This design comes from an exercise in tuning for a short achievable clock period and few clock cycles on the open sky130 flow, not from production work. Function was checked by simulation only, so behaviour that the tests miss may differ from the original. Power is estimated from default activity; no workload was simulated.

==> design.v <==
`timescale 1ns/1ps
package cpu_pkg;
    typedef enum logic [4:0] {
        st_if  = 5'b00001,
        st_id  = 5'b00010,
        st_exe = 5'b00100,
        st_mem = 5'b01000,
        st_wb  = 5'b10000
    } cpu_state_e;
    typedef enum logic [5:0] {
        op_special = 6'b000000,
        op_j       = 6'b000010,
        op_jal     = 6'b000011,
        op_beq     = 6'b000100,
        op_bne     = 6'b000101,
        op_addiu   = 6'b001001,
        op_slti    = 6'b001010,
        op_sltiu   = 6'b001011,
        op_andi    = 6'b001100,
        op_ori     = 6'b001101,
        op_xori    = 6'b001110,
        op_lui     = 6'b001111,
        op_lw      = 6'b100011,
        op_sw      = 6'b101011
    } opcode_e;
    typedef enum logic [5:0] {
        fn_jr   = 6'b001000,
        fn_addu = 6'b100001,
        fn_subu = 6'b100011,
        fn_and  = 6'b100100,
        fn_or   = 6'b100101,
        fn_xor  = 6'b100110,
        fn_nor  = 6'b100111,
        fn_slt  = 6'b101010,
        fn_sltu = 6'b101011
    } funct_e;
    typedef enum logic [2:0] {
        alu_and  = 3'b000,
        alu_or   = 3'b001,
        alu_add  = 3'b010,
        alu_sltu = 3'b011,
        alu_xor  = 3'b100,
        alu_nor  = 3'b101,
        alu_sub  = 3'b110,
        alu_slt  = 3'b111
    } alu_op_e;
    typedef enum logic [2:0] {
        cls_nop,
        cls_alu,
        cls_branch,
        cls_jump,
        cls_load,
        cls_store
    } instr_class_e;
    typedef struct packed {
        instr_class_e              cls;
        alu_op_e                   alu_op;
        logic                      use_imm;
        logic                      zero_ext;
        logic                      is_lui;
        logic                      is_bne;
        logic                      link;
        logic                      jreg;
        logic [5-1:0]   rd;
        logic [15:0]               imm;
        logic [25:0]               jidx;
    } decode_ctrl_t;
    typedef struct packed {
        logic [32-1:0] rs_val;
        logic [32-1:0] rt_val;
    } operands_t;
    typedef struct packed {
        logic [32-1:0]    value;       
        logic [32-1:0]    store_data;
        logic [5-1:0] rd;
        logic                    wen;
        logic                    load;
        logic                    store;
    } exec_result_t;
    typedef struct packed {
        logic [32-1:0] pc;
    } imem_port_t;
    typedef struct packed {
        logic [32-1:0] addr;
        logic [32-1:0] wdata;
        logic                 write;
        logic                 read;
    } dmem_req_t;
endpackage
`timescale 1ns/1ps
module reg_file (
    input  logic                    clk,
    input  logic [5-1:0] raddr1,
    input  logic [5-1:0] raddr2,
    output logic [32-1:0]    rdata1,
    output logic [32-1:0]    rdata2,
    input  logic                    wen,
    input  logic [5-1:0] waddr,
    input  logic [32-1:0]    wdata
);
    logic [32-1:0] regs [1:32-1];
    always_ff @(posedge clk) begin
        if (wen && waddr != '0) begin
            regs[waddr] <= wdata;
        end
    end
    assign rdata1 = (raddr1 == '0) ? '0 : (wen && waddr == raddr1) ? wdata : regs[raddr1];
    assign rdata2 = (raddr2 == '0) ? '0 : (wen && waddr == raddr2) ? wdata : regs[raddr2];
endmodule
`timescale 1ns/1ps
module alu (
    input  logic [32-1:0] a,
    input  logic [32-1:0] b,
    input  logic [7:0]           sel,    
    output logic [32-1:0] result
);
    logic [32-1:0] sum;
    logic [32-1:0] diff;
    logic                 lt_s;
    logic                 lt_u;
    assign sum  = a + b;
    assign diff = a - b;
    assign lt_s = $signed(a) < $signed(b);
    assign lt_u = a < b;
    assign result = ({32{sel[0]}} & sum)
                  | ({32{sel[1]}} & diff)
                  | ({32{sel[2]}} & (a & b))
                  | ({32{sel[3]}} & (a | b))
                  | ({32{sel[4]}} & (a ^ b))
                  | ({32{sel[5]}} & ~(a | b))
                  | {{(32-1){1'b0}}, (sel[6] & lt_s) | (sel[7] & lt_u)};
endmodule
`timescale 1ns/1ps
`timescale 1ns/1ps
`timescale 1ns/1ps
module decoder (
    input  logic [32-1:0]    instr,
    output logic                    we,         
    output logic [5-1:0] wreg,
    output logic [7:0]              alu_sel,    
    output logic                    a_zero,     
    output logic                    b_reg,      
    output logic                    b_link,     
    output logic                    b_lui,      
    output logic                    b_zext,     
    output logic                    uses_rs,
    output logic                    uses_rt,
    output logic                    is_load,
    output logic                    is_store,
    output logic                    is_br,
    output logic                    is_bne,
    output logic                    is_jr
);
    logic [5:0] op;
    logic [5:0] fn;
    logic       special;
    logic       r_alu;
    assign op      = instr[31:26];
    assign fn      = instr[5:0];
    assign special = (op == 6'h00);
    always_comb begin
        r_alu   = 1'b1;
        alu_sel = 8'b0000_0001;
        case (fn)
            6'h21: alu_sel = 8'b0000_0001;
            6'h23: alu_sel = 8'b0000_0010;
            6'h24: alu_sel = 8'b0000_0100;
            6'h25: alu_sel = 8'b0000_1000;
            6'h26: alu_sel = 8'b0001_0000;
            6'h27: alu_sel = 8'b0010_0000;
            6'h2a: alu_sel = 8'b0100_0000;
            6'h2b: alu_sel = 8'b1000_0000;
            default: r_alu = 1'b0;
        endcase
        if (!special) begin
            case (op)
                6'h0a: alu_sel = 8'b0100_0000;
                6'h0b: alu_sel = 8'b1000_0000;
                6'h0c: alu_sel = 8'b0000_0100;
                6'h0d: alu_sel = 8'b0000_1000;
                6'h0e: alu_sel = 8'b0001_0000;
                default: alu_sel = 8'b0000_0001;    
            endcase
        end
    end
    assign is_jr    = special && (fn == 6'h08);
    assign is_br    = (op == 6'h04) || (op == 6'h05);
    assign is_bne   = (op == 6'h05);
    assign is_load  = (op == 6'h23);
    assign is_store = (op == 6'h2b);
    assign b_lui    = (op == 6'h0f);
    assign b_link   = (op == 6'h03);
    assign b_zext   = (op == 6'h0c) || (op == 6'h0d) || (op == 6'h0e);
    assign b_reg    = special || is_br;
    assign a_zero   = b_lui || b_link;
    assign uses_rs  = !(b_lui || b_link || (op == 6'h02));
    assign uses_rt  = special || is_br || is_store;
    always_comb begin
        we   = 1'b0;
        wreg = instr[20:16];
        if (special) begin
            we   = r_alu;
            wreg = instr[15:11];
        end else if ((op >= 6'h09 && op <= 6'h0f) || is_load) begin
            we = 1'b1;
        end else if (op == 6'h03) begin
            we   = 1'b1;
            wreg = 5'd31;
        end
        if (wreg == '0) we = 1'b0;
    end
endmodule
`timescale 1ns/1ps
`timescale 1ns/1ps
`timescale 1ns/1ps
module simple_cpu (
    input  logic                 clk,
    input  logic                 rst,
    output logic [32-1:0] imem_pc,
    input  logic [32-1:0] instruction,
    output logic [32-1:0] dmem_addr,
    output logic [32-1:0] dmem_wdata,
    output logic                 dmem_write,
    output logic                 dmem_read,
    input  logic [32-1:0] read_data
);
    logic [31:0] pc;
    logic [31:0] ras;
    logic        d_valid;
    logic [31:0] d_instr;
    logic [31:0] d_pc4;
    logic        d_pred;
    logic [31:0] d_ptgt;
    logic        e_valid;
    logic [31:0] e_a, e_b, e_s;
    logic        e_fwd_a, e_fwd_b, e_fwd_s;
    logic [7:0]  e_sel;
    logic        e_we;
    logic [4:0]  e_rd;
    logic        e_load, e_store, e_br, e_bne, e_jr, e_pred;
    logic [31:0] e_ptgt;
    logic [31:0] e_pc4;
    logic [31:0] e_btgt;
    logic        m_we;
    logic [4:0]  m_rd;
    logic        m_load;
    logic        m_write, m_read;
    logic [31:0] m_result;
    logic [31:0] m_sdata;
    logic        redirect;
    logic [31:0] redirect_pc;
    logic        stall;
    logic [31:0] pc4;
    logic [5:0]  f_op;
    logic        f_j, f_jal, f_br, f_jr, f_bpred;
    logic [31:0] f_btgt;
    logic [31:0] f_next;
    assign pc4     = pc + 32'd4;
    assign imem_pc = pc;
    assign f_op    = instruction[31:26];
    assign f_j     = (f_op[5:1] == 5'b00001);
    assign f_jal   = (f_op == 6'h03);
    assign f_br    = (f_op[5:1] == 5'b00010);
    assign f_jr    = (f_op == 6'h00) && (instruction[5:0] == 6'h08);
    assign f_bpred = f_br && (instruction[15] || (f_op[0] ^ (instruction[25:21] == instruction[20:16])));
    assign f_btgt  = pc4 + {{14{instruction[15]}}, instruction[15:0], 2'b00};
    always_comb begin
        if (f_j)          f_next = {pc4[31:28], instruction[25:0], 2'b00};
        else if (f_bpred) f_next = f_btgt;
        else if (f_jr)    f_next = ras;
        else              f_next = pc4;
    end
    always_ff @(posedge clk) begin
        if (rst) begin
            pc  <= 32'h0000_0000;
            ras <= '0;
        end else if (redirect) begin
            pc <= redirect_pc;
        end else if (!stall) begin
            pc <= f_next;
            if (f_jal) ras <= pc4;
        end
    end
    always_ff @(posedge clk) begin
        if (rst || redirect) begin
            d_valid <= 1'b0;
        end else if (!stall) begin
            d_valid <= 1'b1;
        end
        if (!stall) begin
            d_instr <= instruction;
            d_pc4   <= pc4;
            d_pred  <= f_bpred || f_jr;
            d_ptgt  <= ras;
        end
    end
    logic [4:0]  d_rs, d_rt;
    logic        d_we;
    logic [4:0]  d_wreg;
    logic [7:0]  d_sel;
    logic        d_a_zero, d_b_reg, d_b_link, d_b_lui, d_b_zext;
    logic        d_uses_rs, d_uses_rt;
    logic        d_load, d_store, d_br, d_bne, d_jr;
    logic [31:0] d_rsv, d_rtv;
    logic [31:0] d_imm;
    logic        d_hit_rs, d_hit_rt;
    logic        wb_we;
    logic [31:0] wb_data;
    assign d_rs = d_instr[25:21];
    assign d_rt = d_instr[20:16];
    decoder u_dec (
        .instr    (d_instr),
        .we       (d_we),
        .wreg     (d_wreg),
        .alu_sel  (d_sel),
        .a_zero   (d_a_zero),
        .b_reg    (d_b_reg),
        .b_link   (d_b_link),
        .b_lui    (d_b_lui),
        .b_zext   (d_b_zext),
        .uses_rs  (d_uses_rs),
        .uses_rt  (d_uses_rt),
        .is_load  (d_load),
        .is_store (d_store),
        .is_br    (d_br),
        .is_bne   (d_bne),
        .is_jr    (d_jr)
    );
    reg_file u_rf (
        .clk    (clk),
        .raddr1 (d_rs),
        .raddr2 (d_rt),
        .rdata1 (d_rsv),
        .rdata2 (d_rtv),
        .wen    (wb_we),
        .waddr  (m_rd),
        .wdata  (wb_data)
    );
    assign d_imm = d_b_link ? d_pc4 :
                   d_b_lui  ? {d_instr[15:0], 16'h0000} :
                   d_b_zext ? {16'h0000, d_instr[15:0]} :
                              {{16{d_instr[15]}}, d_instr[15:0]};
    assign d_hit_rs = e_valid && e_we && (e_rd == d_rs);
    assign d_hit_rt = e_valid && e_we && (e_rd == d_rt);
    assign stall    = d_valid && e_valid && e_load &&
                      ((d_hit_rs && d_uses_rs) || (d_hit_rt && d_uses_rt));
    always_ff @(posedge clk) begin
        if (rst || redirect || stall) begin
            e_valid <= 1'b0;
        end else begin
            e_valid <= d_valid;
        end
        e_a     <= d_a_zero ? '0 : d_rsv;
        e_b     <= d_b_reg ? d_rtv : d_imm;
        e_s     <= d_rtv;
        e_fwd_a <= d_hit_rs && !d_a_zero;
        e_fwd_b <= d_hit_rt && d_b_reg;
        e_fwd_s <= d_hit_rt;
        e_sel   <= d_sel;
        e_we    <= d_we;
        e_rd    <= d_wreg;
        e_load  <= d_load;
        e_store <= d_store;
        e_br    <= d_br;
        e_bne   <= d_bne;
        e_jr    <= d_jr;
        e_pred  <= d_pred;
        e_ptgt  <= d_ptgt;
        e_pc4   <= d_pc4;
        e_btgt  <= d_pc4 + {d_imm[29:0], 2'b00};
    end
    logic [31:0] x_a, x_b, x_s;
    logic [31:0] x_res;
    logic        x_taken;
    assign x_a = e_fwd_a ? m_result : e_a;
    assign x_b = e_fwd_b ? m_result : e_b;
    assign x_s = e_fwd_s ? m_result : e_s;
    alu u_alu (
        .a      (x_a),
        .b      (x_b),
        .sel    (e_sel),
        .result (x_res)
    );
    assign x_taken     = (x_a == x_b) ^ e_bne;
    assign redirect    = e_valid && ((e_br && (x_taken != e_pred)) || (e_jr && (x_a != e_ptgt)));
    assign redirect_pc = e_jr ? x_a : (x_taken ? e_btgt : e_pc4);
    always_ff @(posedge clk) begin
        if (rst) begin
            m_we    <= 1'b0;
            m_write <= 1'b0;
            m_read  <= 1'b0;
        end else begin
            m_we    <= e_valid && e_we;
            m_write <= e_valid && e_store;
            m_read  <= e_valid && e_load;
        end
        m_rd     <= e_rd;
        m_load   <= e_load;
        m_result <= x_res;
        m_sdata  <= x_s;
    end
    assign dmem_addr  = {m_result[31:2], 2'b00};
    assign dmem_wdata = m_sdata;
    assign dmem_write = m_write;
    assign dmem_read  = m_read;
    assign wb_we   = m_we;
    assign wb_data = m_load ? read_data : m_result;
endmodule
`timescale 1ns/1ps
module cpu_top (
    input  logic                 clk,
    input  logic                 rst,
    output logic [32-1:0] imem_pc,
    input  logic [32-1:0] instruction,
    output logic [32-1:0] dmem_addr,
    output logic [32-1:0] dmem_wdata,
    output logic                 dmem_write,
    output logic                 dmem_read,
    input  logic [32-1:0] read_data
);
    simple_cpu u_cpu (
        .clk         (clk),
        .rst         (rst),
        .imem_pc     (imem_pc),
        .instruction (instruction),
        .dmem_addr   (dmem_addr),
        .dmem_wdata  (dmem_wdata),
        .dmem_write  (dmem_write),
        .dmem_read   (dmem_read),
        .read_data   (read_data)
    );
endmodule
==> run.sh <==
#!/bin/bash
# synth_recipe.tcl (not shown) runs the flow's synth.tcl, then flattens the netlist and writes it again
# the make line also repeats each setting of config.mk as NAME=value (left out here)
make -C /OpenROAD-flow-scripts/flow DESIGN_CONFIG=/design/flow/config.mk WORK_HOME=/design/flow/orfs CLKGATE_MAP_FILE= SYNTH_SCRIPT=/design/flow/synth_recipe.tcl finish
==> config.mk <==
export PLATFORM = sky130hd
export DESIGN_NAME = cpu_top
export DESIGN_NICKNAME = cpu_top
export VERILOG_FILES = /design/flow/design.v
export SDC_FILE = /design/flow/constraint.sdc
export NUM_CORES = 4
export LEC_CHECK = 0
export ABC_CLOCK_PERIOD_IN_PS = 2000
export CAP_MARGIN = 20
export CORE_MARGIN = 2
export CORE_UTILIZATION = 40
export SETUP_SLACK_MARGIN = 3.7
export SLEW_MARGIN = 20
export TNS_END_PERCENT = 100
==> constraint.sdc <==
create_clock -name core_clock -period 6.2 [get_ports {clk}]
set_input_delay 1.2400 -clock core_clock [delete_from_list [all_inputs] [get_ports {clk}]]
set_output_delay 1.2400 -clock core_clock [all_outputs]
set_load 0.01 [all_outputs]
==> notes.md, run 1 <==
post-synth cell types = 82
Post-Synthesis Cells = 5,195
Initial DRC Count = 7,682
Area growth syn-to-layout = 32.3%
Critical Path, Cell by Cell = mux2i_1, buf_4, ha_4, or4_4, or3_4, nor3_4, nand4_1, xor2_4, xor2_2, o22ai_4, or3_4, buf_12, mux2i_2, nor2_1
vias in the first global route = 51,600
Slew @ Worst Pin = 1190 ps
first-pass GRT wire length = 402,000 um
CTS tree = yes
Hold Crit Class = register to register
hold slack = 339 ps
register area share after synthesis = 55.6%
startpoint types = register
max-cap violations = 0
post-route cell area = 94,800 sq um
worst r2r src = u_cpu.e_fwd_a$_DFF_P_
final hold violations = 0
Slowest-stage cell, CP = or4_4
total number of vias = 54,100
status = no timing/DRC/antenna violations
Buf/Inv on CP = 2
IO buf count = 161
WL final = 298,000 um
Top delay family on crit path = simple AND/OR/NAND/NOR gates
most used cell, CP = or3_4
Die H = 427 um
antenna violations before repair = 15
CP endpoint kind = register
RD Place Congestion = 0.980
DRC = 0
die width = 427 um
clk slew on worst S/H paths = 60 ps
routed vias/inst = 6.43
Num CTS Buffers = 153
pin count of the biggest net entering global routing = 76
Tcrit/Tclk final = 68.9%
dpl cell area = 76,500 sq um
CP required = 6870 ps
Fill cells = 14,200
Setup-failing EPs final = 0
PD cells = 283 nW/um^2
YS warnings = 3
slowest stage delay, CP = 520 ps
total track usage = 31.6%
RSZ-0062 raised after global routing = true
Top Ports = 164
R2R cell count = 14
commonest register cell after synthesis = edfxtp_1
area of the multi-input gates = 34,300 sq um
Clock Path Buffers = 3
clock sink total = 1,446
highest clock rate = 234 MHz
routed len/inst = 35.4 um
Std-Cell Rows = 155
final layout net count = 6,173
Setup Skew = 37.4 ps
EDFF count, synth = 1,089
clk root buf = clkbuf_16
setup TNS = 0 ps
HP Start = u_cpu.d_ptgt[3]$_DFFE_PN_
max-slew violation count = 0
initial core utilization = 40.2%
HPWL after DPL = 166,000 um
TritonRoute pass-1 iters = 6
fraction of registers with async set or reset after synthesis = 0%
remaining global-route overflow = 0
syn_area_per_cell = 13.8 sq um
Crit. Startpoint = u_cpu.e_fwd_a$_DFF_P_
Die ar. = 183,000 sq um
layout cell share with drive strength beyond 1 = 40.1%
fin crit period = 4270 ps
Worst-Skew Late Latency = 830 ps
hold depth = 0
VDD IR-drop max = 224 uV
Core Area = 178,000 sq um
number of cells on the critical path = 14
H-tree depth = 4
Slew HR = 20.6%
Reg area = 40,100 sq um
Static Leakage = 34.3 nW
Synth Cell Area = 71,700 sq um
ANT nets after route = 0
kind of critical path = register to register
critical path peak fanout = 8
crit path DAT = 4940 ps
Seq cells post-synth = 1,446
[layer usage]
| layer | vias up | global-route usage [%] | share of wire [%] |
|---|---|---|---|
| met4 | 8 | 22.3 | 9.2 |
| met3 | 1017 | 7.49 | 11 |
| met1 | 27400 | 38.4 | 34 |
| met2 | 3822 | 49.5 | 46 |
| met5 | - | 0 | 0.017 |
| li1 | 21900 | - | - |
[power breakdown]
group / switching [mW] / internal (mW) / total (mW)
sequential: 0.329 / 11.4 / 11.8
combinational: 3.51 / 2.38 / 5.89
clock: 4.05 / 5.10 / 9.15
[cell usage in the layout, fill, tap and decap left out, drive strengths merged, types with 169 or more instances in the layout]
master  instances
clkbuf        218
nor2          474
mux4          458
mux2i         386
a21oi         315
buf           848
ha            173
nand2         193
edfxtp       1089
dfxtp         357
o21ai         169
[synth_stat cells (39+ instances only)]
master | n | area, sq um
xnor2_1 | 109 | 955
mux2i_1 | 386 | 3860
o21ai_0 | 168 | 841
nor3_1 | 39 | 195
mux4_2 | 458 | 10300
o221ai_1 | 42 | 368
nor2_1 | 471 | 1770
clkbuf_1 | 225 | 845
xor2_1 | 41 | 359
a21o_1 | 41 | 308
a21oi_1 | 315 | 1580
mux2_2 | 100 | 1130
a221oi_1 | 57 | 499
nand3_1 | 66 | 330
edfxtp_1 | 1089 | 32700
a211oi_1 | 138 | 1040
inv_1 | 118 | 443
ha_1 | 173 | 2160
o22ai_1 | 41 | 257
dfxtp_1 | 357 | 7150
nand2_1 | 193 | 724
buf_1 | 81 | 304
[kinds of logic (layout without fill, tap and decap cells)]
logic type / count (synthesis) / count (layout) / share of synthesized area [%]
other cells: 1 / 6 / 0.00523
mux: 944 / 944 / 21.4
flops: 1446 / 1446 / 55.6
buf+inv: 503 / 1350 / 2.92
simple gates: 986 / 998 / 6.24
fa+ha+maj: 177 / 177 / 3.13
xor+xnor: 150 / 150 / 1.83
compound gates: 988 / 988 / 8.93
[area by class of cell]
cell class	count	share of cell area, %
sequential	1446	42.3
tap	2355	3.11
inverter	121	0.517
clock inverter	76	0.711
clock buffer	204	4.45
multi-input combinational	3259	36.2
antenna	4	0.0106
timing repair buffer	939	12.5
timing repair inverter	10	0.216
[through the flow]
| stage | setup WS [ps] | std cells | util (%) | total power [mW] |
|---|---|---|---|---|
| floorplan | 2360 | 5196 | - | 14.2 |
| global placement | 669 | 7448 | 42.9 | 15.9 |
| detailed placement | 648 | 7450 | 42.9 | 16.0 |
| CTS | 2020 | 8261 | 51.5 | 26.3 |
| global route | 1910 | 8411 | 53.2 | 27.4 |
| finish | 1930 | 8414 | 53.2 | 26.8 |
[worst paths after layout]
kind / slack [ps] / to
setup / recovery: 1930 / u_cpu.ras[10]$_SDFFE_PP0P_
hold / removal: 340 / u_cpu.e_ptgt[3]$_DFF_P_
setup reg to reg: 1930 / u_cpu.ras[10]$_SDFFE_PP0P_
hold reg to reg: 340 / u_cpu.e_ptgt[3]$_DFF_P_
[repair_timing]
| item | CTS | global route |
|---|---|---|
| hold endpoints to repair | 0 | 0 |
| gates cloned | 87 | 18 |
| setup buffers | 444 | 131 |
| hold buffers | 0 | 0 |
| resized for setup | 1545 | 386 |
| endpoints found under the setup margin | 1239 | 540 |
| pin swaps | 225 | 245 |
[flip-flops by register name, summed over array words and instances, names as in the netlist, 5 cells and up, named ones only]
name and count:
u_cpu.e_ptgt 32, u_cpu.d_pc4 32, u_cpu.d_instr 32, u_cpu.d_ptgt 32, u_cpu.m_rd 5, u_cpu.e_rd 5
u_cpu.e_a 32, u_cpu.pc 32, u_cpu.e_sel 8, u_cpu.e_s 32, u_cpu.m_sdata 32, u_cpu.ras 32
u_cpu.e_pc4 32, u_cpu.e_btgt 30, u_cpu.u_rf.regs 992, u_cpu.e_b 32, u_cpu.m_result 32
Testbench counts, summed over its fixed seeds: cycles 143,943.
==> inputs of run 2 (changes only) <==
--- a/design.v
+++ b/design.v
@@ -100,12 +100,49 @@
 );
-    logic [32-1:0] regs [1:32-1];
-    always_ff @(posedge clk) begin
-        if (wen && waddr != '0) begin
-            regs[waddr] <= wdata;
+    logic [32-1:0][32-1:0] regs;
+    assign regs[0] = '0;
+    for (genvar i = 1; i < 32; i++) begin : g_reg
+        always_ff @(posedge clk) begin
+            if (wen && waddr == i) begin
+                regs[i] <= wdata;
+            end
         end
     end
-    assign rdata1 = (raddr1 == '0) ? '0 : (wen && waddr == raddr1) ? wdata : regs[raddr1];
-    assign rdata2 = (raddr2 == '0) ? '0 : (wen && waddr == raddr2) ? wdata : regs[raddr2];
+    assign rdata1 = (wen && waddr == raddr1 && raddr1 != '0) ? wdata : regs[raddr1];
+    assign rdata2 = (wen && waddr == raddr2 && raddr2 != '0) ? wdata : regs[raddr2];
 endmodule
 `timescale 1ns/1ps
+module ks_add #(
+    parameter int W = 32,
+    parameter int L = 5     
+) (
+    input  logic [W-1:0] a,
+    input  logic [W-1:0] b,
+    input  logic         cin,
+    output logic [W-1:0] sum,
+    output logic         cout
+);
+    logic [W-1:0] g [0:L];
+    logic [W-1:0] p [0:L];
+    logic [W:0]   c;
+    always_comb begin
+        g[0] = a & b;
+        p[0] = a ^ b;
+        g[0][0] = (a[0] & b[0]) | ((a[0] ^ b[0]) & cin);
+        for (int l = 0; l < L; l++) begin
+            for (int i = 0; i < W; i++) begin
+                if (i >= (1 << l)) begin
+                    g[l+1][i] = g[l][i] | (p[l][i] & g[l][i - (1 << l)]);
+                    p[l+1][i] = p[l][i] & p[l][i - (1 << l)];
+                end else begin
+                    g[l+1][i] = g[l][i];
+                    p[l+1][i] = p[l][i];
+                end
+            end
+        end
+        c[0] = cin;
+        for (int i = 0; i < W; i++) c[i+1] = g[L][i];
+    end
+    assign sum  = p[0] ^ c[W-1:0];
+    assign cout = c[W];
+endmodule
 module alu (
@@ -118,8 +155,10 @@
     logic [32-1:0] diff;
+    logic                 sum_c;
+    logic                 diff_c;
     logic                 lt_s;
     logic                 lt_u;
-    assign sum  = a + b;
-    assign diff = a - b;
-    assign lt_s = $signed(a) < $signed(b);
-    assign lt_u = a < b;
+    ks_add #(.W(32)) u_add (.a(a), .b(b),  .cin(1'b0), .sum(sum),  .cout(sum_c));
+    ks_add #(.W(32)) u_sub (.a(a), .b(~b), .cin(1'b1), .sum(diff), .cout(diff_c));
+    assign lt_u = !diff_c;
+    assign lt_s = (a[32-1] ^ b[32-1]) ? a[32-1] : diff[32-1];
     assign result = ({32{sel[0]}} & sum)
@@ -265,3 +304,17 @@
     assign f_bpred = f_br && (instruction[15] || (f_op[0] ^ (instruction[25:21] == instruction[20:16])));
-    assign f_btgt  = pc4 + {{14{instruction[15]}}, instruction[15:0], 2'b00};
+    logic [15:0] f_bt_lo;
+    logic        f_bt_c;
+    logic [13:0] f_hi, f_hi_p1, f_hi_m1, f_bt_hi;
+    ks_add #(.W(16), .L(4)) u_bt_add (
+        .a    (pc4[17:2]),
+        .b    (instruction[15:0]),
+        .cin  (1'b0),
+        .sum  (f_bt_lo),
+        .cout (f_bt_c)
+    );
+    assign f_hi    = pc4[31:18];
+    assign f_hi_p1 = f_hi + 14'd1;
+    assign f_hi_m1 = f_hi - 14'd1;
+    assign f_bt_hi = instruction[15] ? (f_bt_c ? f_hi : f_hi_m1) : (f_bt_c ? f_hi_p1 : f_hi);
+    assign f_btgt  = {f_bt_hi, f_bt_lo, 2'b00};
     always_comb begin
==> flow/run.sh (new file) <==
#!/bin/bash
# Layout flow: the standard ORFS flow (standard.sh), with one change to its synthesis:
# ABC maps the logic with flow/abc_map.script (choice computation, then delay-oriented
# mapping with the classic mapper) instead of ORFS's abc_speed.script, and the adder
# step's full/half-adder extraction is skipped so ABC sees the adders as plain logic.
# Registers are mapped before ABC by the standard script, so they are unchanged.
set -euo pipefail
W=$(pwd)
{
  echo "proc abc {args} { set i [lsearch -exact \$args -script]; if {\$i >= 0} { lset args [expr {\$i + 1}] $W/flow/abc_map.script }; yosys abc {*}\$args }"
  echo "proc extract_fa {args} { }"
  cat "$W/synth_recipe.tcl"
} > "$W/my_synth.tcl"
sed "s#$W/synth_recipe.tcl#$W/my_synth.tcl#g" "$W/standard.sh" > "$W/my_standard.sh"
grep -q "my_synth.tcl" "$W/my_standard.sh"
bash "$W/my_standard.sh" > "$W/flow_make.log" 2>&1
==> flow/abc_map.script (new file) <==
strash
dch
map {D}
buffer
upsize {D}
dnsize {D}
stime -p
==> standard.sh (new file) <==
#!/bin/bash
# synth_recipe.tcl (not shown) runs the flow's synth.tcl, then flattens the netlist and writes it again
# the make line also repeats each setting of config.mk as NAME=value (left out here)
make -C /OpenROAD-flow-scripts/flow DESIGN_CONFIG=/design/flow/config.mk WORK_HOME=/design/flow/orfs CLKGATE_MAP_FILE= SYNTH_SCRIPT=/design/flow/synth_recipe.tcl "${@:-finish}"
removed: run.sh
==> notes.md, run 2 <==
commonest cells in the netlist = 1,089 x edfxtp_1, 945 x nand2_1, 941 x o21ai_0
Setup Skew = 56.3 ps
initial core utilization = 40.2%
Hold Crit Class = register to register
post-synth cell types = 84
Num CTS Buffers = 156
hold_buf cts = 0
Area growth syn-to-layout = 36.6%
RSZ-0062 raised after global routing = true
R2R cell count = 18
Synth Cell Area = 74,600 sq um
CP required = 6950 ps
area leader, netlist = edfxtp_1
setup TNS = 0 ps
highest clock rate = 291 MHz
Reg power frac = 42.0%
ANT nets after route = 0
vias in the first global route = 71,100
switch share = 32.1%
DRC = 0
critical path peak fanout = 8
die width = 436 um
first-pass GRT wire length = 537,000 um
Tcrit/Tclk final = 55.4%
Crit. Startpoint = u_cpu.e_fwd_a$_DFF_P_
Comb power frac = 22.9%
worst r2r src = u_cpu.e_fwd_a$_DFF_P_
Slew HR = 3.37%
layout cell share with drive strength beyond 1 = 28.3%
clock power share = 35.0%
final worst slack = 2770 ps
Slew @ Worst Pin = 1430 ps
final layout net count = 9,083
Seq cells post-synth = 1,441
register area share after synthesis = 53.3%
total track usage = 39.3%
TritonRoute pass-1 iters = 8
VDD IR-drop max = 324 uV
H-tree depth = 4
top sig layer = met5
area share of the largest cell type after synthesis = 43.9%
DR WL met3 = 62,000 um
met2 wire length = 159,000 um
P_int = 18.6 mW
RD Place Congestion = 1.03
kind of critical path = register to register
clk slew on worst S/H paths = 60 ps
remaining global-route overflow = 0
Static Leakage = 36.9 nW
top cells by area, synth = edfxtp_1 44%, dfxtp_1 9.5%, o21ai_0 6.3%, a21oi_1 5.9%, nand2_1 4.8%
Worst-Skew Late Latency = 860 ps
Final Non-Filler Cells = 11,600
number of cells on the critical path = 18
Setup WS pre-CTS = 835 ps
fin crit period = 3430 ps
EDFF count, synth = 1,089
Die H = 436 um
clock sink total = 1,441
syn_area_per_cell = 9.00 sq um
crit path to = u_cpu.ras[15]$_SDFFE_PP0P_
Std-Cell Rows = 158
max reg flops = 992
Initial DRC Count = 13,800
dpl cell area = 79,000 sq um
Fill cells = 15,800
post-route cell area = 102,000 sq um
most common cell after layout, fill and taps aside = edfxtp_1
Setup-failing EPs final = 0
routed vias/inst = 6.70
WL final = 399,000 um
crit path DAT = 4180 ps
Final Util = 55.0%
final hold violations = 0
most frequent cell after synthesis = edfxtp_1
commonest non-fill, non-tap cells in the layout = 1,089 x edfxtp_1, 796 x a21oi_1, 761 x nand2_1
Core Area = 185,000 sq um
YS warnings = 9
IO buf count = 161
routed len/inst = 34.2 um
Clock Path Buffers = 3
total number of vias = 78,000
Top reg by flops = u_cpu.u_rf.regs
reg2reg setup slack = 2770 ps
Metal-1 WL = 145,000 um
slowest stage delay, CP = 390 ps
Top Ports = 164
Post-Synthesis Cells = 8,279
Buf/Inv on CP = 6
CP endpoint kind = register
PD cells = 269 nW/um^2
fraction of registers with async set or reset after synthesis = 0%
Top delay family on crit path = simple AND/OR/NAND/NOR gates
switching power total = 8.81 mW
Placed Cells incl. Taps = 10,500
Die ar. = 190,000 sq um
HPWL after DPL = 222,000 um
max-cap violations = 0
status = no timing/DRC/antenna violations
commonest register cell after synthesis = edfxtp_1
Critical Path, Cell by Cell = buf_12, buf_12, buf_16, or2_4, nand4_1, nand4_1, nor2_1, nand4_1, buf_4, o21ai_4, nand3b_4, nand3_4, a21oi_4, buf_12, nor2_4, clkbuf_16, nand3_1, a21oi_1
startpoint types = register
reg2reg end = u_cpu.ras[15]$_SDFFE_PP0P_
CTS tree = yes
clk root buf = clkbuf_16
pin count of the biggest net entering global routing = 99
Slowest-stage cell, CP = dfxtp_4
antenna violations before repair = 17
max-slew violation count = 0
-- run 2: cell types whose count changed in the layout (fill, tap and decap cells not counted), moves of 123 or more --
cell / previous run / this run
a21oi_1: 214 / 796
buf_4: 375 / 551
ha_1: 132 / 0
inv_1: 101 / 582
mux2i_1: 313 / 0
mux4_2: 458 / 0
nand2_1: 176 / 761
nand2_2: 10 / 140
nand3_1: 58 / 425
nand4_1: 16 / 139
nor2_1: 382 / 655
o211ai_1: 34 / 288
o21ai_0: 98 / 627
o21ai_1: 32 / 186
-- run 2: logic make-up after synthesis --
family	after synthesis	share of synthesized area, %
flip-flops	1441	53.3
AO/OA/AOI/OAI	2933	23.9
other	1	0.00503
multiplexers	22	0.332
XOR/XNOR	75	1.07
AND/OR/NAND/NOR	2559	14.7
buffers and inverters	1248	6.67
-- run 2: layer usage --
metal / up-vias / GRT usage (%)
met1: 37500 / 51.8
met5: - / 0
met4: 10 / 25.4
met3: 1622 / 12.9
met2: 6970 / 54.9
li1: 32000 / -
-- run 2: power groups by stage --
| stage | Clock, mW | Sequential, mW | Combinational, mW |
|---|---|---|---|
| after detailed placement | 0 | 11.8 | 3.99 |
| after floorplan | 0 | 11.5 | 2.25 |
| after CTS | 9.57 | 11.5 | 5.52 |
| final | 9.61 | 11.5 | 6.28 |
| after global routing | 9.97 | 11.5 | 6.41 |
| after global placement | 0 | 11.8 | 3.97 |
-- run 2: worst register-to-register path, cell delays in order (launching register included) --
cell and delay (ps):
dfxtp_4 390, buf_12 170, buf_12 150, buf_16 150, or2_4 240, nand4_1 130
nand4_1 160, nor2_1 180, nand4_1 100, buf_4 180, o21ai_4 230, nand3b_4 130
nand3_4 110, a21oi_4 100, buf_12 180, nor2_4 270, clkbuf_16 230, nand3_1 70
a21oi_1 190
-- run 2: area by class of cell --
| cell class | count | area (sq um) | area share (%) |
|---|---|---|---|
| multi-input cells | 5609 | 37100 | 36.5 |
| clock buffers | 215 | 4250 | 4.17 |
| repair buffers | 1100 | 12800 | 12.6 |
| flip-flops and latches | 1441 | 40000 | 39.3 |
| well taps | 2480 | 3100 | 3.05 |
| inverters | 647 | 2810 | 2.76 |
| repair inverters | 62 | 736 | 0.723 |
| diodes | 13 | 32.5 | 0.0320 |
| clock inverters | 74 | 908 | 0.892 |
-- run 2: stage by stage --
step	hold WS, ps	power [mW]
5_1_grt	328	27.9
6_report	313	27.4
4_1_cts	317	26.6
3_5_place_dp	327	15.8
2_1_floorplan	323	13.7
3_3_place_gp	325	15.7
-- run 2: how the worst min path moves through the flow --
stage	end	depth (start not counted)	start	slack (ps)
floorplan	u_cpu.e_pred$_DFF_P_	0	u_cpu.d_pred$_DFFE_PN_	320
global placement	u_cpu.e_ptgt[14]$_DFF_P_	0	u_cpu.d_ptgt[14]$_DFFE_PN_	320
detailed placement	u_cpu.e_ptgt[18]$_DFF_P_	0	u_cpu.d_ptgt[18]$_DFFE_PN_	330
CTS	u_cpu.e_ptgt[12]$_DFF_P_	0	u_cpu.d_ptgt[12]$_DFFE_PN_	320
global route	u_cpu.e_ptgt[17]$_DFF_P_	0	u_cpu.d_ptgt[17]$_DFFE_PN_	330
finish	u_cpu.e_ptgt[17]$_DFF_P_	0	u_cpu.d_ptgt[17]$_DFFE_PN_	310
-- run 2: what timing repair did --
action,4_1_cts,5_1_grt
endpoints found under the hold margin,0,0
cloned,122,39
pin swaps,345,263
buffers inserted,532,161
setup endpoints to repair,1219,878
gates resized for setup,2126,589
Testbench counts of run 2, summed over its fixed seeds: cycles 143,943.
==> inputs of run 3 (changes only) <==
--- a/design.v
+++ b/design.v
@@ -270,2 +270,4 @@
     logic [31:0] d_pc4;
+    logic [31:0] d_pc;
+    logic        d_miss;
     logic        d_pred;
@@ -275,2 +277,3 @@
     logic        e_fwd_a, e_fwd_b, e_fwd_s;
+    logic        e_nfwd_a, e_nfwd_b;
     logic [7:0]  e_sel;
@@ -304,20 +307,15 @@
     assign f_bpred = f_br && (instruction[15] || (f_op[0] ^ (instruction[25:21] == instruction[20:16])));
-    logic [15:0] f_bt_lo;
-    logic        f_bt_c;
-    logic [13:0] f_hi, f_hi_p1, f_hi_m1, f_bt_hi;
-    ks_add #(.W(16), .L(4)) u_bt_add (
-        .a    (pc4[17:2]),
-        .b    (instruction[15:0]),
-        .cin  (1'b0),
-        .sum  (f_bt_lo),
-        .cout (f_bt_c)
-    );
-    assign f_hi    = pc4[31:18];
-    assign f_hi_p1 = f_hi + 14'd1;
-    assign f_hi_m1 = f_hi - 14'd1;
-    assign f_bt_hi = instruction[15] ? (f_bt_c ? f_hi : f_hi_m1) : (f_bt_c ? f_hi_p1 : f_hi);
-    assign f_btgt  = {f_bt_hi, f_bt_lo, 2'b00};
+    localparam int BTB_IW = 4;
+    localparam int BTB_N  = 1 << BTB_IW;
+    logic [BTB_N-1:0]                    btb_v;
+    logic [BTB_N-1:0][31:BTB_IW+2]       btb_tag;
+    logic [BTB_N-1:0][31:2]              btb_tgt;
+    logic [BTB_IW-1:0]                   f_bi;
+    logic                                f_hit;
+    assign f_bi   = pc[BTB_IW+1:2];
+    assign f_hit  = btb_v[f_bi] && (btb_tag[f_bi] == pc[31:BTB_IW+2]);
+    assign f_btgt = {btb_tgt[f_bi], 2'b00};
     always_comb begin
         if (f_j)          f_next = {pc4[31:28], instruction[25:0], 2'b00};
-        else if (f_bpred) f_next = f_btgt;
+        else if (f_bpred && f_hit) f_next = f_btgt;
         else if (f_jr)    f_next = ras;
@@ -329,6 +327,12 @@
             ras <= '0;
-        end else if (redirect) begin
-            pc <= redirect_pc;
-        end else if (!stall) begin
-            pc <= f_next;
+        end else begin
+            if (redirect) begin
+                pc <= redirect_pc;
+            end else if (stall) begin
+                pc <= pc;
+            end else if (d_redir) begin
+                pc <= d_btgt;
+            end else begin
+                pc <= f_next;
+            end
             if (f_jal) ras <= pc4;
@@ -340,3 +344,3 @@
         end else if (!stall) begin
-            d_valid <= 1'b1;
+            d_valid <= !d_redir;
         end
@@ -344,3 +348,5 @@
             d_instr <= instruction;
+            d_pc    <= pc;
             d_pc4   <= pc4;
+            d_miss  <= f_bpred && !f_hit;
             d_pred  <= f_bpred || f_jr;
@@ -349,2 +355,13 @@
     end
+    always_ff @(posedge clk) begin
+        if (rst) begin
+            btb_v <= '0;
+        end else if (d_redir) begin
+            btb_v[d_pc[BTB_IW+1:2]] <= 1'b1;
+        end
+        if (d_redir) begin
+            btb_tag[d_pc[BTB_IW+1:2]] <= d_pc[31:BTB_IW+2];
+            btb_tgt[d_pc[BTB_IW+1:2]] <= d_btgt[31:2];
+        end
+    end
     logic [4:0]  d_rs, d_rt;
@@ -361,2 +378,4 @@
     logic [31:0] wb_data;
+    logic [31:0] d_btgt;
+    logic        d_redir;
     assign d_rs = d_instr[25:21];
@@ -399,2 +418,4 @@
                       ((d_hit_rs && d_uses_rs) || (d_hit_rt && d_uses_rt));
+    assign d_btgt  = d_pc4 + {{14{d_instr[15]}}, d_instr[15:0], 2'b00};
+    assign d_redir = d_valid && d_miss && !stall && !redirect;
     always_ff @(posedge clk) begin
@@ -405,5 +426,5 @@
         end
-        e_a     <= d_a_zero ? '0 : d_rsv;
-        e_b     <= d_b_reg ? d_rtv : d_imm;
-        e_s     <= d_rtv;
+        e_a     <= (d_a_zero || d_hit_rs) ? '0 : d_rsv;
+        e_b     <= d_b_reg ? (d_hit_rt ? '0 : d_rtv) : d_imm;
+        e_s     <= d_hit_rt ? '0 : d_rtv;
         e_fwd_a <= d_hit_rs && !d_a_zero;
@@ -411,2 +432,4 @@
         e_fwd_s <= d_hit_rt;
+        e_nfwd_a <= !(d_hit_rs && !d_a_zero);
+        e_nfwd_b <= !(d_hit_rt && d_b_reg);
         e_sel   <= d_sel;
@@ -422,3 +445,3 @@
         e_pc4   <= d_pc4;
-        e_btgt  <= d_pc4 + {d_imm[29:0], 2'b00};
+        e_btgt  <= d_btgt;
     end
@@ -427,5 +450,5 @@
     logic        x_taken;
-    assign x_a = e_fwd_a ? m_result : e_a;
-    assign x_b = e_fwd_b ? m_result : e_b;
-    assign x_s = e_fwd_s ? m_result : e_s;
+    assign x_a = e_a | (m_result & {{16{!e_nfwd_a}}, {16{e_fwd_a}}});
+    assign x_b = e_b | (m_result & {{16{!e_nfwd_b}}, {16{e_fwd_b}}});
+    assign x_s = e_s | (m_result & {32{e_fwd_s}});
     alu u_alu (
@@ -436,7 +459,14 @@
     );
-    assign x_taken     = (x_a == x_b) ^ e_bne;
-    assign redirect    = e_valid && ((e_br && (x_taken != e_pred)) || (e_jr && (x_a != e_ptgt)));
-    assign redirect_pc = e_jr ? x_a : (x_taken ? e_btgt : e_pc4);
+    assign x_taken = (x_a == x_b) ^ e_bne;
     always_ff @(posedge clk) begin
         if (rst) begin
+            redirect <= 1'b0;
+        end else begin
+            redirect <= e_valid && !redirect &&
+                        ((e_br && (x_taken != e_pred)) || (e_jr && (x_a != e_ptgt)));
+        end
+        redirect_pc <= e_jr ? x_a : (x_taken ? e_btgt : e_pc4);
+    end
+    always_ff @(posedge clk) begin
+        if (rst || redirect) begin
             m_we    <= 1'b0;
==> flow/abc_map.script (replaced) <==
strash
dch -f
map {D}
topo
buffer -c
topo
upsize -c {D}
dnsize -c {D}
--- a/config.mk
+++ b/config.mk
@@ -10,3 +10,3 @@
 export CORE_MARGIN = 2
-export CORE_UTILIZATION = 40
+export CORE_UTILIZATION = 60
 export SETUP_SLACK_MARGIN = 3.7
==> notes.md, run 3 <==
commonest register cell after synthesis = edfxtp_1
pin count of the biggest net entering global routing = 101
Synth Cell Area = 125,000 sq um
EDFF count, synth = 2,016
YS warnings = 6
syn_area_per_cell = 8.99 sq um
area share of the largest cell type after synthesis = 48.3%
post-synth cell types = 79
Fail Step = 5_1_grt
fraction of registers with async set or reset after synthesis = 0%
H-tree depth = 5
clk root buf = clkbuf_16
RD Place Congestion = 1.08
Die H = 461 um
commonest cells in the netlist = 2,446 x nand2_1, 2,016 x edfxtp_1, 1,762 x o21ai_0
area leader, netlist = edfxtp_1
Top Ports = 164
Post-Synthesis Cells = 13,900
Seq cells post-synth = 2,419
initial core utilization = 60.5%
status = did not finish
tool error = [ERROR GRT-0116] Global routing finished with congestion. Check the congestion regions in the DRC Viewer.
Std-Cell Rows = 167
IO buf count = 161
first-pass GRT wire length = 1,370,000 um
most frequent cell after synthesis = nand2_1
remaining global-route overflow = 2,746
vias in the first global route = 174,000
top cells by area, synth = edfxtp_1 48%, nand2_1 7.3%, o21ai_0 7.0%, dfxtp_1 6.4%, nor2_1 4.3%
register area share after synthesis = 54.7%
die width = 461 um
Num CTS Buffers = 277
clock sink total = 2,419
HPWL after DPL = 363,000 um
total track usage = 88.5%
Clock Path Buffers = 4
run 3: cell count changes after synthesis, moves of 75 or more:
cell	before	now
clkbuf_1	477	816
a211oi_1	35	115
a221oi_1	249	106
inv_1	634	790
nor2_1	808	1424
o221ai_1	56	187
nand3_1	491	801
nand2_1	945	2446
edfxtp_1	1089	2016
o31ai_1	7	122
o21ai_0	941	1762
o22ai_1	73	317
buf_2	41	116
run 3: metal layers:
layer	track usage, %	overflow
met5	62.9	37
met4	88.3	881
met3	80.2	299
met2	97.7	1200
met1	88.3	329
run 3: kinds of logic after synthesis:
kind of cell | count (synthesis) | synth area share, %
flip-flops | 2419 | 54.7
buffers and inverters | 1922 | 6.09
AO/OA/AOI/OAI | 4444 | 21.8
XOR/XNOR | 62 | 0.433
AND/OR/NAND/NOR | 5091 | 16.9
multiplexers | 6 | 0.0479
other | 1 | 0.00299
run 3: how the worst max path moves through the flow:
stage / start / to / cells after the start
3_5_place_dp: u_cpu.pc[2]$_SDFFE_PP0P_ / u_cpu.pc[2]$_SDFFE_PP0P_ / 13
3_3_place_gp: u_cpu.e_fwd_a$_DFF_P_ / u_cpu.redirect_pc[9]$_DFF_P_ / 12
4_1_cts: u_cpu.pc[2]$_SDFFE_PP0P_ / u_cpu.pc[2]$_SDFFE_PP0P_ / 17
2_1_floorplan: u_cpu.d_instr[30]$_DFFE_PN_ / u_cpu.btb_tag[0]$_DFFE_PP_ / 13
run 3: timing repair:
action | in CTS
endpoints found under the setup margin | 2581
gates cloned | 431
resized for setup | 5399
setup buffers | 1209
pin swaps | 819
hold buffers | 0
run 3: power by group through the flow:
stage,combinational [mW],sequential [mW],clock [mW]
after detailed placement,7.26,19.1,0
after floorplan,4.11,19.0,0
after CTS,12.6,18.8,16.1
after global placement,7.15,19.1,0
run 3: stage by stage:
stage               setup slack, ps  power [mW]  cells  instance area [sq um]  hold WS (ps)
CTS                            2650        47.5  18300                 178000           312
detailed placement             1070        26.4  16100                 129000           328
global placement               1150        26.3  16100                 129000           324
floorplan                      1150        23.1  13900                 125000           323
Testbench counts of run 3, summed over its fixed seeds: cycles 148,259.
==> inputs of run 4 (changes only) <==
--- a/design.v
+++ b/design.v
@@ -94,2 +94,4 @@
     input  logic [5-1:0] raddr2,
+    input  logic [32-1:0]   rsel1,     
+    input  logic [32-1:0]   rsel2,     
     output logic [32-1:0]    rdata1,
@@ -101,2 +103,3 @@
     logic [32-1:0][32-1:0] regs;
+    logic [32-1:0]                 r1, r2;
     assign regs[0] = '0;
@@ -109,4 +112,12 @@
     end
-    assign rdata1 = (wen && waddr == raddr1 && raddr1 != '0) ? wdata : regs[raddr1];
-    assign rdata2 = (wen && waddr == raddr2 && raddr2 != '0) ? wdata : regs[raddr2];
+    always_comb begin
+        r1 = '0;
+        r2 = '0;
+        for (int i = 1; i < 32; i++) begin
+            r1 = r1 | (regs[i] & {32{rsel1[i]}});
+            r2 = r2 | (regs[i] & {32{rsel2[i]}});
+        end
+    end
+    assign rdata1 = (wen && waddr == raddr1 && raddr1 != '0) ? wdata : r1;
+    assign rdata2 = (wen && waddr == raddr2 && raddr2 != '0) ? wdata : r2;
 endmodule
@@ -266,2 +277,3 @@
     logic [31:0] pc;
+    logic [31:0] pc_n;       
     logic [31:0] ras;
@@ -269,5 +281,4 @@
     logic [31:0] d_instr;
+    logic [31:0] d_rs_oh, d_rt_oh;    
     logic [31:0] d_pc4;
-    logic [31:0] d_pc;
-    logic        d_miss;
     logic        d_pred;
@@ -276,4 +287,4 @@
     logic [31:0] e_a, e_b, e_s;
-    logic        e_fwd_a, e_fwd_b, e_fwd_s;
-    logic        e_nfwd_a, e_nfwd_b;
+    logic [31:0] e_fwv_a, e_fwv_b;    
+    logic        e_fwd_s;
     logic [7:0]  e_sel;
@@ -290,2 +301,3 @@
     logic [31:0] m_result;
+    logic [31:2] m_addr_n;   
     logic [31:0] m_sdata;
@@ -296,7 +308,8 @@
     logic [5:0]  f_op;
-    logic        f_j, f_jal, f_br, f_jr, f_bpred;
+    logic        f_j, f_jal, f_br, f_jr, f_bpred, f_seq;
     logic [31:0] f_btgt;
     logic [31:0] f_next;
+    logic [31:0] pc_nx;
     assign pc4     = pc + 32'd4;
-    assign imem_pc = pc;
+    assign imem_pc = ~pc_n;
     assign f_op    = instruction[31:26];
@@ -307,33 +320,35 @@
     assign f_bpred = f_br && (instruction[15] || (f_op[0] ^ (instruction[25:21] == instruction[20:16])));
-    localparam int BTB_IW = 4;
-    localparam int BTB_N  = 1 << BTB_IW;
-    logic [BTB_N-1:0]                    btb_v;
-    logic [BTB_N-1:0][31:BTB_IW+2]       btb_tag;
-    logic [BTB_N-1:0][31:2]              btb_tgt;
-    logic [BTB_IW-1:0]                   f_bi;
-    logic                                f_hit;
-    assign f_bi   = pc[BTB_IW+1:2];
-    assign f_hit  = btb_v[f_bi] && (btb_tag[f_bi] == pc[31:BTB_IW+2]);
-    assign f_btgt = {btb_tgt[f_bi], 2'b00};
+    logic [15:0] f_bt_lo;
+    logic        f_bt_c;
+    logic [13:0] f_hi, f_hi_p1, f_hi_m1, f_bt_hi;
+    ks_add #(.W(16), .L(4)) u_bt_add (
+        .a    (pc4[17:2]),
+        .b    (instruction[15:0]),
+        .cin  (1'b0),
+        .sum  (f_bt_lo),
+        .cout (f_bt_c)
+    );
+    assign f_hi    = pc4[31:18];
+    assign f_hi_p1 = f_hi + 14'd1;
+    assign f_hi_m1 = f_hi - 14'd1;
+    assign f_bt_hi = instruction[15] ? (f_bt_c ? f_hi : f_hi_m1) : (f_bt_c ? f_hi_p1 : f_hi);
+    assign f_btgt  = {f_bt_hi, f_bt_lo, 2'b00};
+    assign f_seq  = !(f_j || f_bpred || f_jr);
+    assign f_next = ({32{f_j}}     & {pc4[31:28], instruction[25:0], 2'b00})
+                  | ({32{f_bpred}} & f_btgt)
+                  | ({32{f_jr}}    & ras)
+                  | ({32{f_seq}}   & pc4);
     always_comb begin
-        if (f_j)          f_next = {pc4[31:28], instruction[25:0], 2'b00};
-        else if (f_bpred && f_hit) f_next = f_btgt;
-        else if (f_jr)    f_next = ras;
-        else              f_next = pc4;
+        if (rst)           pc_nx = 32'h0000_0000;
+        else if (redirect) pc_nx = redirect_pc;
+        else if (stall)    pc_nx = pc;
+        else               pc_nx = f_next;
     end
     always_ff @(posedge clk) begin
+        pc   <= pc_nx;
+        pc_n <= ~pc_nx;
         if (rst) begin
-            pc  <= 32'h0000_0000;
             ras <= '0;
-        end else begin
-            if (redirect) begin
-                pc <= redirect_pc;
-            end else if (stall) begin
-                pc <= pc;
-            end else if (d_redir) begin
-                pc <= d_btgt;
-            end else begin
-                pc <= f_next;
-            end
-            if (f_jal) ras <= pc4;
+        end else if (f_jal) begin
+            ras <= pc4;
         end
@@ -344,3 +359,3 @@
         end else if (!stall) begin
-            d_valid <= !d_redir;
+            d_valid <= 1'b1;
         end
@@ -348,5 +363,5 @@
             d_instr <= instruction;
-            d_pc    <= pc;
+            d_rs_oh <= 32'd1 << instruction[25:21];
+            d_rt_oh <= 32'd1 << instruction[20:16];
             d_pc4   <= pc4;
-            d_miss  <= f_bpred && !f_hit;
             d_pred  <= f_bpred || f_jr;
@@ -355,13 +370,2 @@
     end
-    always_ff @(posedge clk) begin
-        if (rst) begin
-            btb_v <= '0;
-        end else if (d_redir) begin
-            btb_v[d_pc[BTB_IW+1:2]] <= 1'b1;
-        end
-        if (d_redir) begin
-            btb_tag[d_pc[BTB_IW+1:2]] <= d_pc[31:BTB_IW+2];
-            btb_tgt[d_pc[BTB_IW+1:2]] <= d_btgt[31:2];
-        end
-    end
     logic [4:0]  d_rs, d_rt;
@@ -378,4 +382,2 @@
     logic [31:0] wb_data;
-    logic [31:0] d_btgt;
-    logic        d_redir;
     assign d_rs = d_instr[25:21];
@@ -404,2 +406,4 @@
         .raddr2 (d_rt),
+        .rsel1  (d_rs_oh),
+        .rsel2  (d_rt_oh),
         .rdata1 (d_rsv),
@@ -418,4 +422,2 @@
                       ((d_hit_rs && d_uses_rs) || (d_hit_rt && d_uses_rt));
-    assign d_btgt  = d_pc4 + {{14{d_instr[15]}}, d_instr[15:0], 2'b00};
-    assign d_redir = d_valid && d_miss && !stall && !redirect;
     always_ff @(posedge clk) begin
@@ -429,7 +431,3 @@
         e_s     <= d_hit_rt ? '0 : d_rtv;
-        e_fwd_a <= d_hit_rs && !d_a_zero;
-        e_fwd_b <= d_hit_rt && d_b_reg;
         e_fwd_s <= d_hit_rt;
-        e_nfwd_a <= !(d_hit_rs && !d_a_zero);
-        e_nfwd_b <= !(d_hit_rt && d_b_reg);
         e_sel   <= d_sel;
@@ -445,3 +443,3 @@
         e_pc4   <= d_pc4;
-        e_btgt  <= d_btgt;
+        e_btgt  <= d_pc4 + {{14{d_instr[15]}}, d_instr[15:0], 2'b00};
     end
@@ -450,4 +448,4 @@
     logic        x_taken;
-    assign x_a = e_a | (m_result & {{16{!e_nfwd_a}}, {16{e_fwd_a}}});
-    assign x_b = e_b | (m_result & {{16{!e_nfwd_b}}, {16{e_fwd_b}}});
+    assign x_a = e_a | e_fwv_a;
+    assign x_b = e_b | e_fwv_b;
     assign x_s = e_s | (m_result & {32{e_fwd_s}});
@@ -459,14 +457,7 @@
     );
-    assign x_taken = (x_a == x_b) ^ e_bne;
+    assign x_taken     = (x_a == x_b) ^ e_bne;
+    assign redirect    = e_valid && ((e_br && (x_taken != e_pred)) || (e_jr && (x_a != e_ptgt)));
+    assign redirect_pc = e_jr ? x_a : (e_pred ? e_pc4 : e_btgt);
     always_ff @(posedge clk) begin
         if (rst) begin
-            redirect <= 1'b0;
-        end else begin
-            redirect <= e_valid && !redirect &&
-                        ((e_br && (x_taken != e_pred)) || (e_jr && (x_a != e_ptgt)));
-        end
-        redirect_pc <= e_jr ? x_a : (x_taken ? e_btgt : e_pc4);
-    end
-    always_ff @(posedge clk) begin
-        if (rst || redirect) begin
             m_we    <= 1'b0;
@@ -482,5 +473,8 @@
         m_result <= x_res;
+        m_addr_n <= ~x_res[31:2];
         m_sdata  <= x_s;
+        e_fwv_a  <= x_res & {32{d_hit_rs && !d_a_zero}};
+        e_fwv_b  <= x_res & {32{d_hit_rt && d_b_reg}};
     end
-    assign dmem_addr  = {m_result[31:2], 2'b00};
+    assign dmem_addr  = {~m_addr_n, 2'b00};
     assign dmem_wdata = m_sdata;
--- a/config.mk
+++ b/config.mk
@@ -10,4 +10,4 @@
 export CORE_MARGIN = 2
-export CORE_UTILIZATION = 60
-export SETUP_SLACK_MARGIN = 3.7
+export CORE_UTILIZATION = 40
+export SETUP_SLACK_MARGIN = 3.4
 export SLEW_MARGIN = 20
==> notes.md, run 4 <==
status = no timing/DRC/antenna violations
Compound-Gate Fraction of Synth Area = 18.7%
Area growth syn-to-layout = 25.3%
Hold Crit Class = register to register
top sig layer = met5
Slew HR = 18.2%
Setup WS pre-CTS = 1610 ps
fraction of registers with async set or reset after synthesis = 0%
reg2reg end = u_cpu.pc[25]$_DFF_P_
Critical Path, Cell by Cell = nand4_4, nor3_4, nand4_4, nand3_4, nand4_1, nor2_4, buf_6, nand3_4, buf_4, buf_16, o2111a_1, o21ai_1, nand3_1, o2bb2ai_1, a21oi_1
VDD IR-drop max = 253 uV
Initial DRC Count = 13,400
post-synth cell types = 80
WL final = 378,000 um
post-synthesis xor/xnor area fraction = 1.18%
critical path peak fanout = 7
Worst-Skew Late Latency = 880 ps
Die ar. = 187,000 sq um
YS warnings = 9
Setup-failing EPs final = 0
Static Leakage = 33.9 nW
Synth Cell Area = 73,400 sq um
remaining global-route overflow = 0
Top Ports = 164
P_int = 20.1 mW
total number of vias = 69,500
Clock Path Buffers = 3
Top delay family on crit path = simple AND/OR/NAND/NOR gates
final hold violations = 0
Crit. Startpoint = u_cpu.pc[9]$_DFF_P_
Seq cells post-synth = 1,627
total track usage = 38.5%
final worst slack = 3150 ps
CTS tree = yes
Reg power frac = 45.1%
Metal-1 WL = 139,000 um
max-cap violations = 0
Tcrit/Tclk final = 49.2%
largest family of logic cells by synthesized area = compound AO/OA/AOI/OAI gates
Num CTS Buffers = 175
register area share after synthesis = 60.1%
switch share = 29.8%
vias in the first global route = 62,800
PD cells = 311 nW/um^2
layout cell share with drive strength beyond 1 = 21.8%
R2R cell count = 15
reg2reg setup slack = 3150 ps
dpl cell area = 79,000 sq um
Post-Synthesis Cells = 7,152
Reg area = 44,200 sq um
crit path to = u_cpu.pc[25]$_DFF_P_
area leader, netlist = edfxtp_1
met2 wire length = 149,000 um
clk root buf = clkbuf_16
Fill cells = 16,400
switching power total = 8.53 mW
IO buf count = 161
fin crit period = 3050 ps
syn_area_per_cell = 10.3 sq um
ANT nets after route = 0
clk slew on worst S/H paths = 70 ps
initial core utilization = 40.2%
crit path DAT = 3810 ps
DRC = 0
area share of the largest cell type after synthesis = 47.1%
Comb power frac = 17.1%
Overall Power = 28.6 mW
post-route cell area = 91,900 sq um
clock power share = 37.8%
area of the multi-input gates = 29,600 sq um
Buf/Inv on CP = 3
commonest cells in the netlist = 1,151 x edfxtp_1, 1,107 x nand2_1, 613 x a22oi_1
H-tree depth = 4
Setup Skew = 76.5 ps
Die H = 432 um
slowest stage delay, CP = 440 ps
final layout net count = 7,789
CP endpoint kind = register
max-slew violation count = 0
EDFF count, synth = 1,151
most frequent cell after synthesis = edfxtp_1
Std-Cell Rows = 157
max reg flops = 992
RSZ-0062 raised after global routing = true
Core Area = 183,000 sq um
highest clock rate = 328 MHz
RD Place Congestion = 0.997
Final Util = 50.3%
top cells by area, synth = edfxtp_1 47%, dfxtp_1 13%, a22oi_1 6.3%, nand2_1 5.7%, nor2_1 3.1%
number of cells on the critical path = 15
post-synthesis adder-cell area fraction = 0%
antenna violations before repair = 30
HPWL after DPL = 240,000 um
worst r2r src = u_cpu.pc[9]$_DFF_P_
routed vias/inst = 6.77
startpoint types = register
kind of critical path = register to register
die width = 432 um
commonest register cell after synthesis = edfxtp_1
commonest non-fill, non-tap cells in the layout = 1,151 x edfxtp_1, 1,017 x nand2_1, 588 x a22oi_1
Slowest-stage cell, CP = dfxtp_4
Simple-Gate Fraction of Synth Area = 14.9%
setup TNS = 0 ps
clock sink total = 1,627
DR WL met3 = 62,100 um
TritonRoute pass-1 iters = 9
Slew @ Worst Pin = 1220 ps
post-synthesis mux area share = 0.0989%
most common cell after layout, fill and taps aside = edfxtp_1
Top reg by flops = u_cpu.u_rf.regs
CP required = 6960 ps
pin count of the biggest net entering global routing = 73
routed len/inst = 36.8 um
first-pass GRT wire length = 500,000 um
-- run 4: changes by cell type after synthesis, moves of 267 or more --
cell,previous run,this run
a21oi_1,825,292
o22ai_1,317,50
clkbuf_1,816,262
nand3_1,801,250
edfxtp_1,2016,1151
o21ai_0,1762,437
nand2_1,2446,1107
a22oi_1,83,613
nor2_1,1424,603
-- run 4: area by class of cell --
class / count / share of cell area (%)
clock inverter: 104 / 1.33
inverter: 575 / 2.46
sequential: 1627 / 48.1
antenna: 14 / 0.0381
multi-input combinational: 4602 / 32.2
tap: 2385 / 3.25
timing repair buffer: 742 / 7.54
clock buffer: 223 / 5.08
-- run 4: worst reg2reg max path, cell delays in order (launching register included) --
cell and delay, ps:
dfxtp_4 440, nand4_4 190, nor3_4 340, nand4_4 170, nand3_4 130, nand4_1 190
nor2_4 180, buf_6 130, nand3_4 90, buf_4 180, buf_16 120, o2111a_1 150
o21ai_1 130, nand3_1 180, o2bb2ai_1 180, a21oi_1 130
-- run 4: power groups by stage --
stage | logic, mW | registers [mW] | clock network, mW
global placement | 4.08 | 13.1 | 0
global route | 5.04 | 12.9 | 11.2
finish | 4.91 | 12.9 | 10.8
floorplan | 1.96 | 13.0 | 0
detailed placement | 4.08 | 13.1 | 0
CTS | 4.35 | 12.9 | 10.8
-- run 4: kinds of logic (layout without fill, tap and decap cells) --
group	after synthesis	in the layout
AOI/OAI and AO/OA	2028	2031
xor gates and xnor gates	86	86
other	1	16
and+or+nand+nor	2464	2476
buffers and inverters	939	1644
muxes	7	7
DFF	1627	1627
-- run 4: layer usage --
metal	vias up	GRT usage [%]
li1	27800	-
met1	33900	52.1
met2	6379	52.7
met3	1393	13.7
met4	30	22.6
met5	-	0
-- run 4: through the flow --
| stage | instances | hold WS [ps] |
|---|---|---|
| 2_1_floorplan | 7153 | 323 |
| 3_3_place_gp | 9562 | 326 |
| 3_5_place_dp | 9564 | 327 |
| 4_1_cts | 10100 | 317 |
| 5_1_grt | 10300 | 333 |
| 6_report | 10300 | 309 |
-- run 4: worst min-delay path by stage --
stage	startpoint	endpoint	slack (ps)	depth (start not counted)
4_1_cts	u_cpu.d_ptgt[28]$_DFFE_PN_	u_cpu.e_ptgt[28]$_DFF_P_	320	0
3_3_place_gp	u_cpu.d_ptgt[31]$_DFFE_PN_	u_cpu.e_ptgt[31]$_DFF_P_	330	0
5_1_grt	u_cpu.d_ptgt[28]$_DFFE_PN_	u_cpu.e_ptgt[28]$_DFF_P_	330	0
3_5_place_dp	u_cpu.d_ptgt[19]$_DFFE_PN_	u_cpu.e_ptgt[19]$_DFF_P_	330	0
6_report	u_cpu.d_ptgt[28]$_DFFE_PN_	u_cpu.e_ptgt[28]$_DFF_P_	310	0
2_1_floorplan	u_cpu.d_pred$_DFFE_PN_	u_cpu.e_pred$_DFF_P_	320	0
-- run 4: repair_timing --
item / CTS / global route
setup buffers: 165 / 175
resized for setup: 778 / 489
setup endpoints to repair: 556 / 463
gates cloned: 18 / 9
pin swaps: 88 / 140
hold buffers: 0 / 0
hold endpoints to repair: 0 / 0
Testbench counts of run 4, summed over its fixed seeds: cycles 143,943.
==> inputs of run 5 (changes only) <==
--- a/design.v
+++ b/design.v
@@ -324,5 +324,5 @@
     ks_add #(.W(16), .L(4)) u_bt_add (
-        .a    (pc4[17:2]),
+        .a    (pc[17:2]),
         .b    (instruction[15:0]),
-        .cin  (1'b0),
+        .cin  (1'b1),
         .sum  (f_bt_lo),
@@ -330,3 +330,3 @@
     );
-    assign f_hi    = pc4[31:18];
+    assign f_hi    = pc[31:18];
     assign f_hi_p1 = f_hi + 14'd1;
==> notes.md, run 5 <==
Area growth syn-to-layout = 20.6%
switching power total = 8.27 mW
Top delay family on crit path = simple AND/OR/NAND/NOR gates
startpoint types = register
ANT nets after route = 0
TritonRoute pass-1 iters = 10
post-synthesis adder-cell area fraction = 0%
Static Leakage = 32.5 nW
antenna violations before repair = 26
Core Area = 183,000 sq um
total track usage = 39.0%
Die ar. = 188,000 sq um
die width = 434 um
most frequent cell after synthesis = edfxtp_1
commonest register cell after synthesis = edfxtp_1
Slew HR = 16.9%
syn_area_per_cell = 10.4 sq um
fraction of registers with async set or reset after synthesis = 0%
PD cells = 317 nW/um^2
status = no timing/DRC/antenna violations
Std-Cell Rows = 157
post-synth cell types = 88
largest family of logic cells by synthesized area = compound AO/OA/AOI/OAI gates
Slew @ Worst Pin = 1230 ps
Setup-failing EPs final = 0
clock power share = 38.4%
max-cap violations = 0
WL final = 379,000 um
max-slew violation count = 0
hold slack = 317 ps
critical path peak fanout = 8
DRC = 0
Post-Synthesis Cells = 7,118
final worst slack = 3230 ps
RD Place Congestion = 1.03
dpl cell area = 79,300 sq um
Top Usage Layer GRT = met2
Fill cells = 16,700
fin crit period = 2970 ps
Clock Path Buffers = 3
met3 GRT Util = 14.3%
commonest non-fill, non-tap cells in the layout = 1,151 x edfxtp_1, 934 x nand2_1, 663 x a22oi_1
setup TNS = 0 ps
clk root buf = clkbuf_16
met2 usage in global routing = 53.2%
area leader, netlist = edfxtp_1
Slowest-stage cell, CP = nor4_1
clk slew on worst S/H paths = 60 ps
post-synthesis xor/xnor area fraction = 1.25%
Top reg by flops = u_cpu.u_rf.regs
CP required = 6860 ps
clock sink total = 1,627
VDD IR-drop max = 328 uV
Buf/Inv on CP = 2
Comb power frac = 16.2%
CTS tree = yes
Seq cells post-synth = 1,627
Critical Path, Cell by Cell = clkinvlp_4, buf_4, o22ai_1, a2111oi_0, nand4_1, nor4_1, nor3_4
crit path DAT = 3630 ps
final hold violations = 0
most common cell after layout, fill and taps aside = edfxtp_1
area share of the largest cell type after synthesis = 46.8%
EDFF count, synth = 1,151
slowest stage delay, CP = 580 ps
remaining global-route overflow = 0
Compound-Gate Fraction of Synth Area = 18.5%
Die H = 434 um
vias in the first global route = 62,300
commonest cells in the netlist = 1,151 x edfxtp_1, 975 x nand2_1, 665 x a22oi_1
Setup WS pre-CTS = 1580 ps
Num CTS Buffers = 170
[run 5: changes by cell type after synthesis, sizes merged, moves of 21 or more]
cell    previous run  this run
o21ai            468       447
nand3            261       320
inv              567       513
mux2               2        24
a221oi           137       113
a21oi            303       232
nand2           1114      1011
a22oi            613       669
nor2             615       643
[run 5: area by class of cell]
class	count	area (sq um)	share of cell area [%]
antenna	26	65.1	0.0731
clock buffer	208	4520	5.07
clock inverter	108	1330	1.49
inverter	520	2030	2.28
multi-input combinational	4606	28600	32.1
sequential	1627	44200	49.6
tap	2464	3080	3.46
timing repair buffer	583	5220	5.86
timing repair inverter	1	7.51	0.00843
[run 5: path summary, 6_finish.rpt]
path | startpoint | endpoint | slack (ps) | depth (start not counted)
setup / recovery | u_cpu.d_rs_oh[22]$_SDFFCE_PN0N_ | u_cpu.e_a[29]$_SDFF_PP0_ | 3230 | 7
hold / removal | u_cpu.d_ptgt[12]$_DFFE_PN_ | u_cpu.e_ptgt[12]$_DFF_P_ | 320 | 0
setup reg to reg | u_cpu.d_rs_oh[22]$_SDFFCE_PN0N_ | u_cpu.e_a[29]$_SDFF_PP0_ | 3230 | 7
hold reg to reg | u_cpu.d_ptgt[12]$_DFFE_PN_ | u_cpu.e_ptgt[12]$_DFF_P_ | 320 | 0
[run 5: power by group through the flow]
stage          logic (mW)  registers (mW)  clock network [mW]
6_report             4.57            12.8                10.9
5_1_grt              4.68            12.9                11.3
4_1_cts              4.20            12.8                10.9
3_5_place_dp         4.03            13.1                   0
3_3_place_gp         4.01            13.1                   0
2_1_floorplan        2.00            13.0                   0
[run 5: repair_timing]
item                                    4_1_cts  5_1_grt
endpoints found under the setup margin      567      283
pin swaps                                    56       53
gates resized for setup                     461      264
hold buffers                                  0        0
buffers inserted                            122       60
gates cloned                                 11        4
[run 5: stage by stage]
stage | std cells | utilization (%)
2_1_floorplan | 7119 | -
3_3_place_gp | 9600 | 43.2
3_5_place_dp | 9603 | 43.3
4_1_cts | 10100 | 47.8
5_1_grt | 10100 | 48.6
6_report | 10100 | 48.6
[run 5: logic make-up after synthesis]
family | Yosys count
multiplexers | 30
flip-flops | 1627
AND/OR/NAND/NOR | 2484
XOR/XNOR | 103
buffers and inverters | 896
AO/OA/AOI/OAI | 1977
other | 1
[run 5: routing by layer]
layer,routed length (um),vias up
li1,-,27400
met1,137000,33200
met2,149000,6364
met3,57800,1458
met4,34400,18
met5,181,-
Testbench counts of run 5, summed over its fixed seeds: cycles 143,943.

[port drivers added, routing unchanged]
How much do the figures lean on ideal ports? The routed layouts below were timed once more, with nothing changed but the port constraints.
Step 1 sets driving cells, clkbuf_16 on the clock port and buf_2 on the other inputs (assumed; they add their load-dependent delay and slew).
Step 2 times the ports against the registers' clock, not the clock port: input delays grow and output delays shrink by t, the midpoint of the rising clock arrivals with the driver on.
a / b / c = ideal ports / drivers / drivers and shift; a / b = the first two.
| run | t (ns) | setup WS [ns] |
|---|---|---|
| run 1 | 0.903 | 1.930 / 1.930 / 1.534 |
| run 2 | 0.921 | 2.766 / 2.766 / 2.023 |
| run 4 | 0.939 | 3.150 / 3.150 / 2.311 |
| run 5 | 0.942 | 3.227 / 3.227 / 2.447 |
After both steps every run listed still meets setup and hold.
